This design comes from an exercise in tuning for a short achievable clock period and few clock cycles on the open sky130 flow, not from production work. Only simulation tests tie the RTL to the original design; equivalence was not proved. Power is estimated from default activity; no workload was simulated.

==> 05-03 <==
// datapath
module datapath #(
  parameter cpu_pkg::word_t PC_INIT = '0
) (
  input  logic  CLK,
  input  logic  nRST,
  output cpu_pkg::word_t imem_addr,
  input  cpu_pkg::word_t imem_load,
  input  logic  ihit,
  output logic  dmem_ren,
  output logic  dmem_wen,
  output cpu_pkg::word_t dmem_addr,
  output cpu_pkg::word_t dmem_store,
  input  cpu_pkg::word_t dmem_load,
  output logic  halt
);
  logic [31:0] pc;           
  logic [31:0] pc_out;       
  logic        ir_v;         
  logic [31:0] ir, ir_pc4;
  logic        idex_v, idex_we, idex_ld, idex_st, idex_br, idex_beq, idex_pt;
  logic [4:0]  idex_dest, idex_shamt;
  logic [31:0] idex_a, idex_b, idex_sd;
  logic        idex_sub, idex_op_add, idex_op_and, idex_op_or, idex_op_slt, idex_op_sll;
  logic [29:0] idex_alt;
  logic        exmem_we, exmem_ld, exmem_st;
  logic        exmem_ldi;    
  logic [4:0]  exmem_dest;
  logic [31:0] exmem_res;    
  logic [31:0] exmem_res_n;  
  logic [31:0] exmem_sd;
  logic [31:0] rf [1:31];
  logic        halt_q;       
  logic        stop_q;       
  logic [31:0] m_res, m_val;
  assign m_res      = ~exmem_res_n;
  assign m_val      = exmem_ldi ? dmem_load : m_res;
  assign dmem_addr  = exmem_res;
  assign dmem_store = exmem_sd;
  assign dmem_ren   = exmem_ld;
  assign dmem_wen   = exmem_st;
  logic [31:0] pc4, f_tgt;
  logic [5:0]  f_op;
  logic [15:0] f_imm;
  logic        f_j, f_beq, f_bne, f_taken;
  logic [16:0] f_lo;
  logic [13:0] f_hi, f_hi_p1, f_hi_m1;
  assign imem_addr = pc_out;
  assign pc4       = pc + 32'd4;
  assign f_op   = imem_load[31:26];
  assign f_imm  = imem_load[15:0];
  assign f_j    = (f_op == 6'h02);
  assign f_beq  = (f_op == 6'h04);
  assign f_bne  = (f_op == 6'h05);
  assign f_taken = f_j ||
                   (f_beq && ((imem_load[25:21] == imem_load[20:16]) || f_imm[15])) ||
                   (f_bne && ((imem_load[25:21] != imem_load[20:16]) || f_imm[15]));
  assign f_lo    = {1'b0, pc[17:2]} + {1'b0, f_imm} + 17'd1;
  assign f_hi    = pc[31:18];
  ...
clock: 10.0 ns
lec_check: 0
cap_margin: 20
core_margin: 2
core_utilization: 40
slew_margin: 20
standard.sh (not shown) runs the stock make flow with config.mk's settings and CLKGATE_MAP_FILE= SYNTH_SCRIPT=/design/flow/synth_recipe.tcl, a recipe that flattens the netlist after the stock synthesis.
==> flow/flow/run.sh <==
#!/bin/bash
set -euo pipefail
bash standard.sh SETUP_SLACK_MARGIN=6.8 finish > standard.log 2>&1
==> inputs of 04-18, as changes to 05-03 <==
--- a/flow/design.v
+++ b/flow/design.v
@@ -119,41 +119,31 @@
   logic        stop_q;       
   logic [31:0] m_res, m_val;
   assign m_res      = ~exmem_res_n;
   assign m_val      = exmem_ldi ? dmem_load : m_res;
   assign dmem_addr  = exmem_res;
   assign dmem_store = exmem_sd;
   assign dmem_ren   = exmem_ld;
   assign dmem_wen   = exmem_st;
-  logic [31:0] pc4, f_tgt;
-  logic [5:0]  f_op;
-  logic [15:0] f_imm;
-  logic        f_j, f_beq, f_bne, f_taken;
-  logic [16:0] f_lo;
-  logic [13:0] f_hi, f_hi_p1, f_hi_m1;
+  logic [31:0] pc4, pc_early, pc_nx;
+  logic [13:0] pc_hi_p1, pc_hi_m1;
+  logic        f_hold;
   assign imem_addr = pc_out;
   assign pc4       = pc + 32'd4;
-  assign f_op   = imem_load[31:26];
-  assign f_imm  = imem_load[15:0];
-  assign f_j    = (f_op == 6'h02);
-  assign f_beq  = (f_op == 6'h04);
-  assign f_bne  = (f_op == 6'h05);
-  assign f_taken = f_j ||
-                   (f_beq && ((imem_load[25:21] == imem_load[20:16]) || f_imm[15])) ||
-                   (f_bne && ((imem_load[25:21] != imem_load[20:16]) || f_imm[15]));
-  assign f_lo    = {1'b0, pc[17:2]} + {1'b0, f_imm} + 17'd1;
-  assign f_hi    = pc[31:18];
-  assign f_hi_p1 = pc[31:18] + 14'd1;
-  assign f_hi_m1 = pc[31:18] - 14'd1;
-  always_comb begin
-    if (f_j)            f_tgt = {pc4[31:28], imem_load[25:0], 2'b00};
-    else if (f_imm[15]) f_tgt = {f_lo[16] ? f_hi : f_hi_m1, f_lo[15:0], 2'b00};
-    else                f_tgt = {f_lo[16] ? f_hi_p1 : f_hi, f_lo[15:0], 2'b00};
-  end
+  assign pc_hi_p1  = pc[31:18] + 14'd1;
+  assign pc_hi_m1  = pc[31:18] - 14'd1;
+  assign f_hold   = mis || stall || !ihit;
+  assign pc_early = mis ? {idex_alt, 2'b00} : pc;
+  logic f_taken;
+  fetch_taken u_ftaken (.w(imem_load), .taken(f_taken));
+  fetch_next u_fnext (
+    .w(imem_load), .taken(f_taken), .pc(pc), .pc4(pc4), .hi_p1(pc_hi_p1), .hi_m1(pc_hi_m1),
+    .hold(f_hold), .early(pc_early), .pc_nx(pc_nx)
+  );
   logic [5:0]  d_op, d_fn;
   logic [4:0]  d_rs, d_rt, d_rd;
   logic [15:0] d_imm;
   logic        d_r, d_addu, d_subu, d_and, d_or, d_slt, d_sll, d_rok;
   logic        d_addiu, d_ori, d_lui, d_lw, d_sw, d_beq, d_bne, d_j, d_halt;
   logic        d_use_rs, d_use_rt, d_we, d_br, d_taken, d_bfw, d_sub;
   logic [4:0]  d_dest;
   logic [31:0] d_simm, d_btgt, d_rs_val, d_rt_val, d_a, d_b, d_bx;
@@ -209,58 +199,51 @@
   end
   assign d_bx = d_sub ? ~d_b : d_b;    
   assign hit_ex_rs = idex_v && idex_we && (idex_dest == d_rs);
   assign hit_ex_rt = idex_v && idex_we && (idex_dest == d_rt);
   assign load_use = idex_v && idex_ld && idex_we &&
                     ((d_use_rs && idex_dest == d_rs) || (d_use_rt && idex_dest == d_rt));
   assign stall    = ir_v && load_use;
   logic [31:0] ex_a, ex_b, ex_sum, ex_res;
+  logic [32:0] ex_sum1;
   logic        ex_slt, ex_eq, ex_taken;
   assign ex_a   = idex_a;
   assign ex_b   = idex_b;            
-  assign ex_sum = ex_a + ex_b + {31'd0, idex_sub};
+  assign ex_sum1 = {ex_a, 1'b1} + {ex_b, idex_sub};
+  assign ex_sum  = ex_sum1[32:1];
   assign ex_slt = (ex_a[31] == ex_b[31]) ? ex_a[31] : ex_sum[31];
   assign ex_res = ({32{idex_op_add}} & ex_sum) |
                   ({32{idex_op_and}} & (ex_a & ex_b)) |
                   ({32{idex_op_or}}  & (ex_a | ex_b)) |
                   ({32{idex_op_slt}} & {31'd0, ex_slt}) |
                   ({32{idex_op_sll}} & (ex_b << idex_shamt));
   assign ex_eq    = (ex_a == ex_b);
   assign ex_taken = idex_beq ? ex_eq : !ex_eq;
   assign mis      = idex_v && idex_br && (ex_taken != idex_pt);
-  logic [31:0] pc_nx;
-  always_comb begin
-    if (mis)                 pc_nx = {idex_alt, 2'b00};
-    else if (stall || !ihit) pc_nx = pc;
-    else if (f_taken)        pc_nx = f_tgt;
-    else                     pc_nx = pc4;
-  end
   logic halt_set;
   assign halt_set = !mis &&
                     ((ir_v && d_halt) ||
-                     (ihit && !stall && f_op == 6'h3f && !(ir_v && (d_br || d_sw))));
+                     (ihit && !stall && imem_load[31:26] == 6'h3f && !(ir_v && (d_br || d_sw))));
   assign halt = halt_q;
   always_ff @(posedge CLK, negedge nRST) begin
     if (!nRST) begin
       pc       <= PC_INIT;
       ir_v     <= 1'b0;
       idex_v   <= 1'b0;
       exmem_we <= 1'b0;
-      exmem_ld <= 1'b0;
       exmem_st <= 1'b0;
       halt_q   <= 1'b0;
       stop_q   <= 1'b0;
     end else begin
       pc <= pc_nx;
       if (mis)         ir_v <= 1'b0;
       else if (!stall) ir_v <= ihit;
       idex_v <= ir_v && !stall && !mis;
       exmem_we <= idex_v && idex_we;
-      exmem_ld <= idex_v && idex_ld;
       exmem_st <= idex_v && idex_st && !stop_q;
       if (halt_set) halt_q <= 1'b1;
       stop_q <= halt_q;
     end
   end
   always_ff @(posedge CLK) begin
     pc_out <= pc_nx;
     if (!stall) begin
@@ -284,12 +267,57 @@
     idex_op_or  <= d_or || d_ori || d_lui;
     idex_op_slt <= d_slt;
     idex_op_sll <= d_sll;
     idex_alt    <= d_taken ? ir_pc4[31:2] : d_btgt[31:2];
     exmem_dest  <= idex_dest;
     exmem_res   <= ex_res;
     exmem_res_n <= ~ex_res;
     exmem_ldi   <= idex_v && idex_ld;
+    exmem_ld    <= idex_v && idex_ld;    
     exmem_sd    <= idex_sd;
     if (exmem_we) rf[exmem_dest] <= m_val;
   end
 endmodule
+module fetch_next (
+  input  logic [31:0] w,         
+  input  logic        taken,     
+  input  logic [31:0] pc,
+  input  logic [31:0] pc4,
+  input  logic [13:0] hi_p1,     
+  input  logic [13:0] hi_m1,     
+  input  logic        hold,      
+  input  logic [31:0] early,
+  output logic [31:0] pc_nx
+);
+  logic [5:0]  op;
+  logic [15:0] imm;
+  logic        j;
+  logic [17:0] lo1;
+  logic [15:0] lo;
+  logic        c;
+  logic [13:0] hi;
+  logic [31:0] tgt;
+  assign op    = w[31:26];
+  assign imm   = w[15:0];
+  assign j     = (op == 6'h02);
+  assign lo1 = {1'b0, pc[17:2], 1'b1} + {1'b0, imm, 1'b1};
+  assign lo  = lo1[16:1];
+  assign c   = lo1[17];
+  always_comb begin
+    if (imm[15]) hi = c ? pc[31:18] : hi_m1;
+    else         hi = c ? hi_p1 : pc[31:18];
+  end
+  assign tgt = j ? {pc4[31:28], w[25:0], 2'b00} : {hi, lo, 2'b00};
+  assign pc_nx = hold ? early : (taken ? tgt : pc4);
+endmodule
+module fetch_taken (
+  input  logic [31:0] w,
+  output logic        taken
+);
+  logic [5:0] op;
+  logic       same;
+  assign op    = w[31:26];
+  assign same  = (w[25:21] == w[20:16]);
+  assign taken = (op == 6'h02) ||
+                 ((op == 6'h04) && (same || w[15])) ||
+                 ((op == 6'h05) && (!same || w[15]));
+endmodule
==> flow/flow/run.sh (replaced) <==
#!/bin/bash
set -uo pipefail
MARGIN=6.8
if bash standard.sh SETUP_SLACK_MARGIN=$MARGIN finish > standard.log 2>&1; then
  exit 0
fi
W=$(pwd)
sed -e "s#$W/orfs#$W/orfs2#g" standard.sh > standard2.sh
rm -f out/final.def
bash standard2.sh SETUP_SLACK_MARGIN=$MARGIN PLACE_DENSITY_LB_ADDON=0.1 finish > standard2.log 2>&1
--- a/flow/config.mk
+++ b/flow/config.mk
@@ -4,8 +4,9 @@
 export VERILOG_FILES = /design/flow/design.v
 export SDC_FILE = /design/flow/constraint.sdc
 export NUM_CORES = 4
 export LEC_CHECK = 0
 export CAP_MARGIN = 20
 export CORE_MARGIN = 2
 export CORE_UTILIZATION = 40
 export SLEW_MARGIN = 20
+export SYNTH_HIERARCHICAL = 1
==> inputs of 08-06, as changes to 05-03 <==
--- a/flow/design.v
+++ b/flow/design.v
@@ -101,16 +101,17 @@
 );
   logic [31:0] pc;           
   logic [31:0] pc_out;       
   logic        ir_v;         
   logic [31:0] ir, ir_pc4;
   logic        idex_v, idex_we, idex_ld, idex_st, idex_br, idex_beq, idex_pt;
   logic [4:0]  idex_dest, idex_shamt;
   logic [31:0] idex_a, idex_b, idex_sd;
+  logic        idex_sdl;     
   logic        idex_sub, idex_op_add, idex_op_and, idex_op_or, idex_op_slt, idex_op_sll;
   logic [29:0] idex_alt;
   logic        exmem_we, exmem_ld, exmem_st;
   logic        exmem_ldi;    
   logic [4:0]  exmem_dest;
   logic [31:0] exmem_res;    
   logic [31:0] exmem_res_n;  
   logic [31:0] exmem_sd;
@@ -119,41 +120,31 @@
   logic        stop_q;       
   logic [31:0] m_res, m_val;
   assign m_res      = ~exmem_res_n;
   assign m_val      = exmem_ldi ? dmem_load : m_res;
   assign dmem_addr  = exmem_res;
   assign dmem_store = exmem_sd;
   assign dmem_ren   = exmem_ld;
   assign dmem_wen   = exmem_st;
-  logic [31:0] pc4, f_tgt;
-  logic [5:0]  f_op;
-  logic [15:0] f_imm;
-  logic        f_j, f_beq, f_bne, f_taken;
-  logic [16:0] f_lo;
-  logic [13:0] f_hi, f_hi_p1, f_hi_m1;
+  logic [31:0] pc4, pc_early, pc_nx;
+  logic [13:0] pc_hi_p1, pc_hi_m1;
+  logic        f_hold;
   assign imem_addr = pc_out;
   assign pc4       = pc + 32'd4;
-  assign f_op   = imem_load[31:26];
-  assign f_imm  = imem_load[15:0];
-  assign f_j    = (f_op == 6'h02);
-  assign f_beq  = (f_op == 6'h04);
-  assign f_bne  = (f_op == 6'h05);
-  assign f_taken = f_j ||
-                   (f_beq && ((imem_load[25:21] == imem_load[20:16]) || f_imm[15])) ||
-                   (f_bne && ((imem_load[25:21] != imem_load[20:16]) || f_imm[15]));
-  assign f_lo    = {1'b0, pc[17:2]} + {1'b0, f_imm} + 17'd1;
-  assign f_hi    = pc[31:18];
-  assign f_hi_p1 = pc[31:18] + 14'd1;
-  assign f_hi_m1 = pc[31:18] - 14'd1;
-  always_comb begin
-    if (f_j)            f_tgt = {pc4[31:28], imem_load[25:0], 2'b00};
-    else if (f_imm[15]) f_tgt = {f_lo[16] ? f_hi : f_hi_m1, f_lo[15:0], 2'b00};
-    else                f_tgt = {f_lo[16] ? f_hi_p1 : f_hi, f_lo[15:0], 2'b00};
-  end
+  assign pc_hi_p1  = pc[31:18] + 14'd1;
+  assign pc_hi_m1  = pc[31:18] - 14'd1;
+  assign f_hold   = mis || stall || !ihit;
+  assign pc_early = mis ? {idex_alt, 2'b00} : pc;
+  logic f_taken;
+  fetch_taken u_ftaken (.w(imem_load), .taken(f_taken));
+  fetch_next u_fnext (
+    .w(imem_load), .taken(f_taken), .pc(pc), .pc4(pc4), .hi_p1(pc_hi_p1), .hi_m1(pc_hi_m1),
+    .hold(f_hold), .early(pc_early), .pc_nx(pc_nx)
+  );
   logic [5:0]  d_op, d_fn;
   logic [4:0]  d_rs, d_rt, d_rd;
   logic [15:0] d_imm;
   logic        d_r, d_addu, d_subu, d_and, d_or, d_slt, d_sll, d_rok;
   logic        d_addiu, d_ori, d_lui, d_lw, d_sw, d_beq, d_bne, d_j, d_halt;
   logic        d_use_rs, d_use_rt, d_we, d_br, d_taken, d_bfw, d_sub;
   logic [4:0]  d_dest;
   logic [31:0] d_simm, d_btgt, d_rs_val, d_rt_val, d_a, d_b, d_bx;
@@ -206,61 +197,55 @@
     else if (d_ori)              d_b = {16'h0000, d_imm};
     else if (d_lui)              d_b = {d_imm, 16'h0000};
     else                         d_b = d_rt_val;
   end
   assign d_bx = d_sub ? ~d_b : d_b;    
   assign hit_ex_rs = idex_v && idex_we && (idex_dest == d_rs);
   assign hit_ex_rt = idex_v && idex_we && (idex_dest == d_rt);
   assign load_use = idex_v && idex_ld && idex_we &&
-                    ((d_use_rs && idex_dest == d_rs) || (d_use_rt && idex_dest == d_rt));
+                    ((d_use_rs && idex_dest == d_rs) ||
+                     (d_use_rt && !d_sw && idex_dest == d_rt));
   assign stall    = ir_v && load_use;
   logic [31:0] ex_a, ex_b, ex_sum, ex_res;
+  logic [32:0] ex_sum1;
   logic        ex_slt, ex_eq, ex_taken;
   assign ex_a   = idex_a;
   assign ex_b   = idex_b;            
-  assign ex_sum = ex_a + ex_b + {31'd0, idex_sub};
+  assign ex_sum1 = {ex_a, 1'b1} + {ex_b, idex_sub};
+  assign ex_sum  = ex_sum1[32:1];
   assign ex_slt = (ex_a[31] == ex_b[31]) ? ex_a[31] : ex_sum[31];
   assign ex_res = ({32{idex_op_add}} & ex_sum) |
                   ({32{idex_op_and}} & (ex_a & ex_b)) |
                   ({32{idex_op_or}}  & (ex_a | ex_b)) |
                   ({32{idex_op_slt}} & {31'd0, ex_slt}) |
                   ({32{idex_op_sll}} & (ex_b << idex_shamt));
   assign ex_eq    = (ex_a == ex_b);
   assign ex_taken = idex_beq ? ex_eq : !ex_eq;
   assign mis      = idex_v && idex_br && (ex_taken != idex_pt);
-  logic [31:0] pc_nx;
-  always_comb begin
-    if (mis)                 pc_nx = {idex_alt, 2'b00};
-    else if (stall || !ihit) pc_nx = pc;
-    else if (f_taken)        pc_nx = f_tgt;
-    else                     pc_nx = pc4;
-  end
   logic halt_set;
   assign halt_set = !mis &&
                     ((ir_v && d_halt) ||
-                     (ihit && !stall && f_op == 6'h3f && !(ir_v && (d_br || d_sw))));
+                     (ihit && !stall && imem_load[31:26] == 6'h3f && !(ir_v && (d_br || d_sw))));
   assign halt = halt_q;
   always_ff @(posedge CLK, negedge nRST) begin
     if (!nRST) begin
       pc       <= PC_INIT;
       ir_v     <= 1'b0;
       idex_v   <= 1'b0;
       exmem_we <= 1'b0;
-      exmem_ld <= 1'b0;
       exmem_st <= 1'b0;
       halt_q   <= 1'b0;
       stop_q   <= 1'b0;
     end else begin
       pc <= pc_nx;
       if (mis)         ir_v <= 1'b0;
       else if (!stall) ir_v <= ihit;
       idex_v <= ir_v && !stall && !mis;
       exmem_we <= idex_v && idex_we;
-      exmem_ld <= idex_v && idex_ld;
       exmem_st <= idex_v && idex_st && !stop_q;
       if (halt_set) halt_q <= 1'b1;
       stop_q <= halt_q;
     end
   end
   always_ff @(posedge CLK) begin
     pc_out <= pc_nx;
     if (!stall) begin
@@ -274,22 +259,68 @@
     idex_beq    <= d_beq;
     idex_pt     <= d_taken;
     idex_dest   <= d_dest;
     idex_shamt  <= ir[10:6];
     idex_a      <= (!d_lui && hit_ex_rs) ? ex_res : d_a;
     idex_b      <= (d_bfw && hit_ex_rt) ? (d_sub ? ~ex_res : ex_res) : d_bx;
     idex_sd     <= hit_ex_rt ? ex_res : d_rt_val;
     idex_sub    <= d_sub;
+    idex_sdl    <= hit_ex_rt && idex_ld;
     idex_op_add <= d_addu || d_subu || d_addiu || d_lw || d_sw;
     idex_op_and <= d_and;
     idex_op_or  <= d_or || d_ori || d_lui;
     idex_op_slt <= d_slt;
     idex_op_sll <= d_sll;
     idex_alt    <= d_taken ? ir_pc4[31:2] : d_btgt[31:2];
     exmem_dest  <= idex_dest;
     exmem_res   <= ex_res;
     exmem_res_n <= ~ex_res;
     exmem_ldi   <= idex_v && idex_ld;
-    exmem_sd    <= idex_sd;
+    exmem_ld    <= idex_v && idex_ld;    
+    exmem_sd    <= idex_sdl ? dmem_load : idex_sd;
     if (exmem_we) rf[exmem_dest] <= m_val;
   end
 endmodule
+module fetch_next (
+  input  logic [31:0] w,         
+  input  logic        taken,     
+  input  logic [31:0] pc,
+  input  logic [31:0] pc4,
+  input  logic [13:0] hi_p1,     
+  input  logic [13:0] hi_m1,     
+  input  logic        hold,      
+  input  logic [31:0] early,
+  output logic [31:0] pc_nx
+);
+  logic [5:0]  op;
+  logic [15:0] imm;
+  logic        j;
+  logic [17:0] lo1;
+  logic [15:0] lo;
+  logic        c;
+  logic [13:0] hi;
+  logic [31:0] tgt;
+  assign op    = w[31:26];
+  assign imm   = w[15:0];
+  assign j     = (op == 6'h02);
+  assign lo1 = {1'b0, pc[17:2], 1'b1} + {1'b0, imm, 1'b1};
+  assign lo  = lo1[16:1];
+  assign c   = lo1[17];
+  always_comb begin
+    if (imm[15]) hi = c ? pc[31:18] : hi_m1;
+    else         hi = c ? hi_p1 : pc[31:18];
+  end
+  assign tgt = j ? {pc4[31:28], w[25:0], 2'b00} : {hi, lo, 2'b00};
+  assign pc_nx = hold ? early : (taken ? tgt : pc4);
+endmodule
+module fetch_taken (
+  input  logic [31:0] w,
+  output logic        taken
+);
+  logic [5:0] op;
+  logic       same;
+  assign op    = w[31:26];
+  assign same  = (w[25:21] == w[20:16]);
+  assign taken = (op == 6'h02) ||
+                 ((op == 6'h04) && (same || w[15])) ||
+                 ((op == 6'h05) && (!same || w[15]));
+endmodule
==> flow/flow/run.sh (replaced) <==
#!/bin/bash
set -uo pipefail
MARGIN=6.8
if bash standard.sh SETUP_SLACK_MARGIN=$MARGIN finish > standard.log 2>&1; then
  exit 0
fi
W=$(pwd)
sed -e "s#$W/orfs#$W/orfs2#g" standard.sh > standard2.sh
rm -f out/final.def
bash standard2.sh SETUP_SLACK_MARGIN=$MARGIN PLACE_DENSITY_LB_ADDON=0.1 finish > standard2.log 2>&1
--- a/flow/config.mk
+++ b/flow/config.mk
@@ -4,8 +4,9 @@
 export VERILOG_FILES = /design/flow/design.v
 export SDC_FILE = /design/flow/constraint.sdc
 export NUM_CORES = 4
 export LEC_CHECK = 0
 export CAP_MARGIN = 20
 export CORE_MARGIN = 2
 export CORE_UTILIZATION = 40
 export SLEW_MARGIN = 20
+export SYNTH_HIERARCHICAL = 1
==> comparison table <==
| item | 05-03 | 04-18 | 08-06 |
|---|---|---|---|
| Number of flip-flops under the largest register name | - | 992 | 992 |
| Clock-pin transition on the worst setup and hold timing paths | - | 60 ps | 60 ps |
| Invs w/o clock | - | 139 | 134 |
| Layout Cells excl Fill | - | 7212 | 7263 |
| Hold Slack | - | 312.8 ps | 388.7 ps |
| Result of the run | aborted with a tool error | finished clean | finished clean |
| Last stage reached | final report | - | - |
| Power share of the sequential group | - | 44.0% | 43.7% |
| Flip-flop and latch power | - | 6850 uW | 6900 uW |
| Height of the die | 414.9 um | 415.4 um | 417.4 um |
| Number of maximum-capacitance violations | - | 0 | 0 |
| CP Launch Point | - | idex_b[13] | imem_load[0] |
| Number of global-route vias before repair | 44620 | 43940 | 44250 |
| Internal power consumption | - | 11170 uW | 11250 uW |
| Clock buffer cells | - | 194 | 191 |
| Wire length of the first global-routing pass | 329000 um | 323800 um | 329200 um |
| Stages on the worst setup path | - | 14 | 13 |
| DR WL met2 | 110200 um | 105300 um | 110500 um |
| Number of gates resized after CTS | 957 | 927 | 840 |
| Arrival time reported for the critical path endpoint | - | 4080 ps | 4070 ps |
| Critical path capture point type | - | flip-flop | flip-flop |
| Core Region | - | 167600 um^2 | 169500 um^2 |
| TritonCTS sink count | 1385 | 1384 | 1385 |
| WL met1 | 92050 um | 90980 um | 91820 um |
| DRC violation count after routing | - | 0 | 0 |
| Area taken by flip-flops and latches | - | 38650 um^2 | 38690 um^2 |
| Area of combinational cells with multiple inputs | - | 29720 um^2 | 29940 um^2 |
| Design Power | - | 15580 uW | 15770 uW |
Testbench counts of 05-03, summed over its fixed seeds: cycles 21,330.
Testbench counts of 04-18, summed over its fixed seeds: cycles 21,330.
Testbench counts of 08-06, summed over its fixed seeds: cycles 21,254.

-- what the ideal ports hide --
The flow's constraints put no driver on any port. The routed layouts listed below were extracted and timed again, unchanged, in two steps.
Step 1 assumes that a clkbuf_16 drives the clock port and a buf_2 every other input.
Step 2 moves the port delays by t, midway between the first and last clock arrival at a register: inputs arrive t later, outputs are due t later. That takes back most of the time a late clock gives input paths.
Three values: ideal, step 1, step 2; two values: the first two.
run | t, ns | setup slack, ns | worst setup path at the end | clock arrival spread, ns | slew at the worst register clock pin (ns)
04-18 | 0.879 | 6.603 / 6.572 / 5.794 | input to register | 0.037 / 0.037 | 0.07 / 0.07
08-06 | 0.875 | 6.598 / 6.553 / 5.755 | input to register | 0.082 / 0.081 | 0.07 / 0.07
After both steps setup and hold are still met in every run listed. For 08-06, which loses most, drivers alone change the setup slack by -0.045 ns; drivers and shift together by -0.843 ns.
